This is an optimization exercise on Yosys and OpenROAD, whose aim is small area, a short achievable clock period and few clock cycles per item, not a production implementation.
Only simulation tests tie the RTL to the original design; equivalence was not proved.

## the baseline
==> flow/design.v (excerpt) <==
module cosine_distance_unit #(
    parameter int W     = 16,
    parameter int FRAC  = 11,
    parameter int TERMS = 4
) (
    input  logic         clk,
    input  logic         reset_n,
    input  logic         start,
    input  logic [W-1:0] x_in,
    input  logic [W-1:0] v_in,
    output logic         busy,
    output logic         done,
    output logic [W-1:0] cos_out,
    output logic [W-1:0] distance,
    output logic         sat
);
Settings: LEC_CHECK=0, CAP_MARGIN=20, CORE_MARGIN=2, CORE_UTILIZATION=40, SETUP_SLACK_MARGIN=4, SLEW_MARGIN=20; clock period 12.0 ns.
run.sh (not shown) runs the stock make flow with config.mk's settings and CLKGATE_MAP_FILE= SYNTH_SCRIPT=/design/flow/synth_recipe.tcl, a recipe that flattens the netlist after the stock synthesis.
The baseline finished every stage and its layout cleared the timing, DRC and antenna checks.
Testbench counts of the baseline, summed over its fixed seeds: cycles 6,400, items 1,600.
Input changes introduced in the candidate (baseline for comparison: the baseline):
# the baseline
export LEC_CHECK = 0
export CAP_MARGIN = 20
export CORE_MARGIN = 2
export CORE_UTILIZATION = 40
export SETUP_SLACK_MARGIN = 4
export SLEW_MARGIN = 20
create_clock -name core_clock -period 12.0 [get_ports {clk}]
# the candidate
export LEC_CHECK = 0
export CAP_MARGIN = 20
export CORE_MARGIN = 2
export CORE_UTILIZATION = 40
export SLEW_MARGIN = 20
create_clock -name core_clock -period 12.0 [get_ports {clk}]
### Flow results
Delta (the candidate minus the baseline): setup slack dropped 1.55 ns, non-clock buffer count dropped 142.

* * *

== v18 ==
cosine_distance_unit, a different RTL version from the one above (not shown whole).
Size: about 55 flip-flops, ~70 I/O pins.
## cosine_distance_unit
module cosine_distance_unit #(
    parameter int W     = 16,
    parameter int FRAC  = 11,
    parameter int TERMS = 4
) (
    input  logic         clk,
    input  logic         reset_n,
    input  logic         start,
    input  logic [W-1:0] x_in,
    input  logic [W-1:0] v_in,
    output logic         busy,
    output logic         done,
    output logic [W-1:0] cos_out,
    output logic [W-1:0] distance,
    output logic         sat
);
==> flow/config.mk <==
export PLATFORM = sky130hd
export DESIGN_NAME = cosine_distance_unit
export DESIGN_NICKNAME = cosine_distance_unit
export VERILOG_FILES = /design/flow/design.v
export SDC_FILE = /design/flow/constraint.sdc
export NUM_CORES = 4
export LEC_CHECK = 0
export ABC_AREA = 1
export CAP_MARGIN = 0
export CORE_MARGIN = 2
export CORE_UTILIZATION = 50
export PLACE_DENSITY = 0.6
export SETUP_SLACK_MARGIN = 5
export SLEW_MARGIN = 0
export TNS_END_PERCENT = 5
==> flow/constraint.sdc <==
create_clock -name core_clock -period 12.0 [get_ports {clk}]
set_input_delay 2.4000 -clock core_clock [delete_from_list [all_inputs] [get_ports {clk}]]
set_output_delay 2.4000 -clock core_clock [all_outputs]
set_load 0.01 [all_outputs]
v18 closes out successfully: all stages finished, all timing, DRC and antenna checks passed.
Testbench counts of v18, summed over its fixed seeds: cycles 6,400, items 1,600.
Inputs modified between v18 and v31:
Settings: swapping 50 for 60 in CORE_UTILIZATION; swapping 5 for 0 in TNS_END_PERCENT; swapping 0.6 for 0.7 in PLACE_DENSITY.
Results
- The higher worst path arrival time of v18 and v31 is in v18.
- v31 against v18: number of max-cap violations has remained practically unchanged, final-layout non-clock buffer area share has decreased.
- Of the two values seen for origin of the worst setup path, b_q[12] was produced by v18 and b_q[10] by v31.
- v18 and v31 all finish clean.
- There was hardly any difference in worst clock skew between v31 and v18.
- [v31 vs v18] register fraction of the total cell area: higher in v31
- What v31 reported for y dimension of the die has to be multiplied by 1.09 to get the figure for v18.
- | number of buffers on the longest clock path | v18 vs v31 | ≈ equal |
- Re hold violation count in the final report: no difference whatsoever between v18 and v31.
Relative to v31, the following input files were edited for v17:
Settings: TNS_END_PERCENT: 0 -> 1; PLACE_DENSITY: 0.7 -> 0.65; CORE_UTILIZATION: 60 -> 55.
==> comparison <==
- Comparing v17 and v31, the higher synthesis-to-finish area growth was measured on v17.
- Summary of v17 over v31: multi-input gate share of total cell area lower, placement-stage worst setup slack lower, fraction of standard cell area that is sequential roughly the same.
- v17 -> v31: fraction of the mapped netlist area in adder cells delta 0, exact match
- v17 -> v31: cell area after layout flat
- v17 — maximum number of pins on one net before global-route repair 1 higher, v31 as reference
- The wire length on v17 is in line with that on v31.
--- input diff v17..v15 ---
Settings: PLACE_DENSITY now 0.72, was 0.65; CORE_UTILIZATION now 65, was 55.
Findings:
- v15 closes out successfully: all stages finished, all timing, DRC and antenna checks passed.
- In the flow results for v15 and v17, the via count is smaller on v17.
- Between v15 and v17, the difference in maximum root-to-sink buffer count is negligible.
- Worst hold slack (lower): v17

* * *

Another version of the RTL of cosine_distance_unit (not shown whole).
For scale: about 2,100 cells after synthesis, ~56 flip-flops, ~70 I/O pins.
Settings: LEC_CHECK=0, ABC_AREA=1, CAP_MARGIN=20, CORE_MARGIN=2, CORE_UTILIZATION=40, SLEW_MARGIN=20; clock period 12.0 ns.
The baseline completed without violations.
Testbench counts at the start, summed over its fixed seeds: cycles 6,400, items 1,600.
Rerun with:
Settings changed: SETUP_SLACK_MARGIN set to 3.
Die area does not change.
Non-clock buffer count grows by 163.
Worst hold slack got worse by 0.027 ns.
Core utilization grows by 7.6 points.
Global-route usage grows by 1.3 points.
Synthesized area stays the same.
Setup slack improved by 0.91 ns.
Count of clock-buffer cells in the layout stays the same.
Sequential cell count is unchanged.
Sequential share of layout area shrinks by 1.5 points.

* * *

run A:
RTL: one of the versions met above, not the one the previous note started from.
Size: about 55 flip-flops, roughly 70 I/O pins, ~14000 um2 of cells after synthesis.
Design cosine_distance_unit, start of the top module:
module cosine_distance_unit #(
    parameter int W     = 16,
    parameter int FRAC  = 11,
    parameter int TERMS = 4
) (
    input  logic         clk,
    input  logic         reset_n,
    input  logic         start,
    input  logic [W-1:0] x_in,
    input  logic [W-1:0] v_in,
    output logic         busy,
    output logic         done,
    output logic [W-1:0] cos_out,
    output logic [W-1:0] distance,
    output logic         sat
);
    logic s1_q, s2_q, s3_q, done_q;
    logic accept;
    logic [15:0] a_q, b_q, d_q;
    logic        hi_q, ds_q;
    logic        sat_q;
    assign busy   = s1_q | s2_q | s3_q;
    assign accept = start & ~busy;
    logic [15:0] x2f;
    assign x2f = a_q;
    logic [14:0] bc;
    logic        big;
    assign bc  = b_q[14:0];
    assign big = hi_q | b_q[15];
    logic [22:0] t2_full;
    logic [11:0] term2;
  ...
Settings: LEC_CHECK=0, ABC_AREA=1, CAP_MARGIN=0, CORE_MARGIN=2, CORE_UTILIZATION=60, PLACE_DENSITY=0.7, SETUP_SLACK_MARGIN=5, SLEW_MARGIN=0, TNS_END_PERCENT=1; clock period 12.0 ns.
In summary, run A completed successfully, with a layout that passed the timing, DRC and antenna checks.
Testbench counts of run A, summed over its fixed seeds: cycles 6,400, items 1,600.
diff inputs: run A => run B
--- a/flow/config.mk
+++ b/flow/config.mk
@@ -10,4 +10,5 @@
 export CORE_MARGIN = 2
 export CORE_UTILIZATION = 60
+export GPL_ROUTABILITY_DRIVEN = 0
 export PLACE_DENSITY = 0.7
 export SETUP_SLACK_MARGIN = 5
### Flow results
Compared with run A, count of plain and timing-repair buffers in the layout in run B decreased by a few percent.
Number of cells on the critical path, run B vs run A: up by more than 10%
In the reports for run B and run A, the smaller total global routing track utilization belongs to run B.
Of run B and run A, the higher signed area change from the synthesized netlist to the final layout belongs to run A.
Run A has a higher total vias in the final route than run B.
Run B ends up with a routing usage on met3 that is 2.0 points lower than in run A.
The maximum single-stage delay on the critical path number comes out lower for run A vs run B.
### run B -> run C
--- a/flow/config.mk
+++ b/flow/config.mk
@@ -9,8 +9,7 @@
 export CAP_MARGIN = 0
 export CORE_MARGIN = 2
-export CORE_UTILIZATION = 60
-export GPL_ROUTABILITY_DRIVEN = 0
-export PLACE_DENSITY = 0.7
+export CORE_UTILIZATION = 55
+export PLACE_DENSITY = 0.65
 export SETUP_SLACK_MARGIN = 5
 export SLEW_MARGIN = 0
-export TNS_END_PERCENT = 1
+export TNS_END_PERCENT = 5
Run C vs run B — quantity of gates resized following cts climbed by more than a quarter
For run C, the standard cell with the maximum stage delay on the critical path was sky130_fd_sc_hd__fa_2, unlike run B, where it was sky130_fd_sc_hd__fa_1.
Run B has a higher top fanout value on the critical path than run C.
Going from run B to run C, maximum clock insertion buffer count stayed essentially flat, number of cells on the critical path went down 20%.
[diff] final worst setup slack, run C relative to run B: improvement
Status: sequential share of layout area parity (run B, run C)
Compared with run B, run C shows a final period utilization that is 1.3 points lower.

* * *

Another version of the RTL of cosine_distance_unit (not shown whole).
For scale: roughly 2400 cells after synthesis, about 56 flip-flops, about 70 I/O pins, roughly 0.016 mm2 of cells after synthesis.
Settings: LEC_CHECK=0, ABC_AREA=1, CAP_MARGIN=20, CORE_MARGIN=2, CORE_UTILIZATION=70, PLACE_DENSITY=0.8, SETUP_SLACK_MARGIN=2, SLEW_MARGIN=20, TNS_END_PERCENT=5; clock period 12.0 ns.
The baseline produced a clean layout.
Testbench counts at the start, summed over its fixed seeds: cycles 6,400, items 1,600.
Change:
SETUP_SLACK_MARGIN = not set   (was 2)
TNS_END_PERCENT = not set   (was 5)
What happened: Setup slack is worse by 190 ps. Die area is unchanged. Non-clock buffer count does not change. Synthesized cell count does not change. Clock skew stays flat. Design area is about the same. Clock-buffer cell count does not change. Wire length stays flat. Critical path depth came out lower by 6.

* * *

cosine_distance_unit, a different RTL version from the one above (not shown whole).
Size: ~2100 cells after synthesis, roughly 70 I/O pins, roughly 14000 sq um of cells after synthesis.
clock: 12.0 ns
lec_check: 0
abc_area: 1
cap_margin: 20
core_margin: 2
core_utilization: 60
place_density: 0.7
setup_slack_margin: 5
slew_margin: 20
tns_end_percent: 5
Testbench counts at the start, summed over its fixed seeds: cycles 6,400, items 1,600.
Then changed:
- CAP_MARGIN: 20 -> 0
- CORE_UTILIZATION: 60 -> 55
- PLACE_DENSITY: 0.7 -> 0.65
- SLEW_MARGIN: 20 -> 0
After rerunning: Area after synthesis does not change; via count came out lower by a few percent; worst setup slack got worse by 0.036 ns.

==> re-timing with driven ports <==
The flow's constraints put no driver on any port. The routed layouts listed below were extracted and timed again, unchanged, in two steps.
Step 1 (the two cells are an assumption about what drives the block):
set clk [get_ports {clk}]
set_driving_cell -lib_cell sky130_fd_sc_hd__clkbuf_16 $clk
set_driving_cell -lib_cell sky130_fd_sc_hd__buf_2 [delete_from_list [all_inputs] $clk]
Step 2 moves the port delays by t, midway between the first and last clock arrival at a register: inputs arrive t later, outputs are due t later. That takes back most of the time a late clock gives input paths.
Slacks: no drivers / after step 1 / after step 2; pairs: no drivers / after step 1.
run | shift t [ns] | setup slack, ns | worst setup path at the end
the baseline | 0.337 | 2.065 / 2.065 / 2.065 | register to register
the candidate | 0.337 | 0.520 / 0.520 / 0.520 | register to register
v18 | 0.342 | 3.421 / 3.421 / 3.188 | input to register
v31 | 0.337 | 3.499 / 3.499 / 3.351 | input to register
v17 | 0.341 | 3.454 / 3.454 / 3.189 | input to register
v15 | 0.339 | 3.272 / 3.272 / 3.134 | input to register
the first run of note 3 | 0.341 | 1.149 / 1.149 / 1.149 | register to register
the second run of note 3 | 0.339 | 2.061 / 2.061 / 1.853 | input to register
run A | 0.337 | 3.499 / 3.499 / 3.351 | input to register
run B | 0.342 | 3.270 / 3.270 / 2.995 | input to register
run C | 0.340 | 3.422 / 3.422 / 3.111 | input to register
the first run of note 5 | 0.332 | 2.390 / 2.390 / 2.390 | register to register
the second run of note 5 | 0.333 | 2.200 / 2.200 / 2.200 | register to register
the first run of note 6 | 0.349 | 3.450 / 3.450 / 3.277 | input to register
the second run of note 6 | 0.349 | 3.414 / 3.414 / 3.283 | input to register
After both steps setup and hold are still met in every run listed. The setup slack of run C, which loses most, moves by 0.000 ns with the drivers and by -0.311 ns with both steps.
